From an optimization exercise on the open Yosys and OpenROAD flow, aimed at small area; shortcuts taken in it are not production practice. In this exercise RTL edits were held to simulation tests only and were not proved equivalent to the original.

==> inputs of try-pepper <==
// processor
module processor #(
	parameter mipsPkg::word_t resetPc   = '0,
	parameter mipsPkg::word_t stackInit = 32'h0000_4000
) (
	input  logic           clk,
	input  logic           reset,
	output mipsPkg::word_t pc,
	input  mipsPkg::word_t instruction,
	output logic           memWrite,
	output mipsPkg::word_t memAddr,
	output mipsPkg::word_t memWriteData,
	input  mipsPkg::word_t memReadData
);
	logic       ctrl_regWrite, ctrl_memWrite, ctrl_regDst, ctrl_branch, ctrl_jump, ctrl_link;
	logic       ctrl_jumpReg, ctrl_qb, ctrl_sub, ctrl_selSlt, ctrl_sra;
	logic [3:0] ctrl_subQ, ctrl_aluSrcQ, ctrl_selSumQ, ctrl_selGQ, ctrl_selOrQ, ctrl_selSrlQ;
	logic [3:0] ctrl_selSllQ, ctrl_leftQ, ctrl_wbLinkQ, ctrl_wbMemQ, ctrl_wbAluQ;
	controlDecoder u_controlDecoder (
		.opcode(instruction[31:26]), .funct(instruction[5:0]), .shamt(instruction[10:6]),
		.reset(reset),
		.ctrl_regWrite(ctrl_regWrite), .ctrl_memWrite(ctrl_memWrite), .ctrl_regDst(ctrl_regDst),
		.ctrl_branch(ctrl_branch), .ctrl_jump(ctrl_jump), .ctrl_link(ctrl_link),
		.ctrl_jumpReg(ctrl_jumpReg), .ctrl_qb(ctrl_qb), .ctrl_sub(ctrl_sub),
		.ctrl_selSlt(ctrl_selSlt), .ctrl_sra(ctrl_sra),
		.ctrl_subQ(ctrl_subQ), .ctrl_aluSrcQ(ctrl_aluSrcQ), .ctrl_selSumQ(ctrl_selSumQ),
		.ctrl_selGQ(ctrl_selGQ), .ctrl_selOrQ(ctrl_selOrQ), .ctrl_selSrlQ(ctrl_selSrlQ),
		.ctrl_selSllQ(ctrl_selSllQ), .ctrl_leftQ(ctrl_leftQ), .ctrl_wbLinkQ(ctrl_wbLinkQ),
  ...
==> flow/config.mk <==
export PLATFORM = sky130hd
export DESIGN_NAME = processor
export DESIGN_NICKNAME = processor
export VERILOG_FILES = /design/flow/design.v
export SDC_FILE = /design/flow/constraint.sdc
export NUM_CORES = 4
export LEC_CHECK = 0
export CAP_MARGIN = 20
export CORE_MARGIN = 2
export CORE_UTILIZATION = 40
export GPL_TIMING_DRIVEN = 0
export SETUP_SLACK_MARGIN = 0.2
export SLEW_MARGIN = 20
export SYNTH_HIERARCHICAL = 1
==> flow/constraint.sdc <==
create_clock -name core_clock -period 10.0 [get_ports {clk}]
set_input_delay 2.0000 -clock core_clock [delete_from_list [all_inputs] [get_ports {clk}]]
set_output_delay 2.0000 -clock core_clock [all_outputs]
set_load 0.01 [all_outputs]
standard.sh (not shown) runs the stock make flow with config.mk's settings and CLKGATE_MAP_FILE= SYNTH_SCRIPT=/design/flow/synth_recipe.tcl, a recipe that flattens the netlist after the stock synthesis.
==> flow/flow/run.sh <==
#!/bin/bash
set -euo pipefail
bash standard.sh synth > synth.log 2>&1
bash standard.sh \
  "BUFFER_PORTS_ARGS=-buffer_cell sky130_fd_sc_hd__buf_1" \
  "CTS_ARGS=-sink_clustering_enable -repair_clock_nets -dont_use_dummy_load -sink_clustering_size 22 -sink_clustering_max_diameter 90 -buf_list sky130_fd_sc_hd__clkbuf_16" \
  finish > layout.log 2>&1
==> try-nickel: changes against try-pepper <==
==> flow/flow/run.sh (replaced) <==
#!/bin/bash
set -euo pipefail
bash standard.sh synth > synth.log 2>&1
bash standard.sh \
  "BUFFER_PORTS_ARGS=-buffer_cell sky130_fd_sc_hd__buf_1" \
  "CTS_ARGS=-sink_clustering_enable -repair_clock_nets -dont_use_dummy_load -sink_clustering_size 18 -sink_clustering_max_diameter 80 -buf_list sky130_fd_sc_hd__clkbuf_16" \
  finish > layout.log 2>&1
==> flow_summary.toml <==
[outcome]
status = "timing/DRC/antenna clean"

[setup_path]
critPathMaxStageDelay_ns = 0.61

[global_routing]
grt_pass1_wl_um = 258000

[pwr]
clkPwrFrac_pct = 25.4
(the above is from try-pepper)
==> flow_summary.toml <==
[outcome]
status = "timing/DRC/antenna clean"

[synth]
yosysMostFrequentCell = "edfxtp_1"

[setup_path]
cp-start-kind = "input pin"
critPathMaxStageDelay_ns = 0.58

[global_routing]
grt_pass1_wl_um = 258000
(the above is from try-nickel)

[separate check: timing with driven ports]
In the flow no input, the clock included, has a driving cell. The finished layouts below were timed again as built, in two steps.
Step 1: set_driving_cell puts a clkbuf_16 on clk and a buf_2 on each other input, an assumption about the parent block.
Step 2 adds t to the input delays and takes it off the output delays; t is the mean of the earliest and latest rising clock arrival at the registers after step 1. Input paths then give back, and output paths get back, about the clock's delay inside the block.
a / b / c = ideal / step 1 / step 2; a / b = the first two.
| run | t (ns) | setup WS [ns] | worst slew at a driven data input, ns |
|---|---|---|---|
| try-pepper | 0.730 | 0.200 / 0.094 / -0.315 | 0.18 |
| try-nickel | 0.716 | 0.158 / 0.063 / -0.314 | 0.18 |
With both steps, setup timing fails in try-pepper and try-nickel, where it was met with ideal ports. For try-pepper, which loses most, drivers alone change the setup slack by -0.106 ns; drivers and shift together by -0.515 ns.
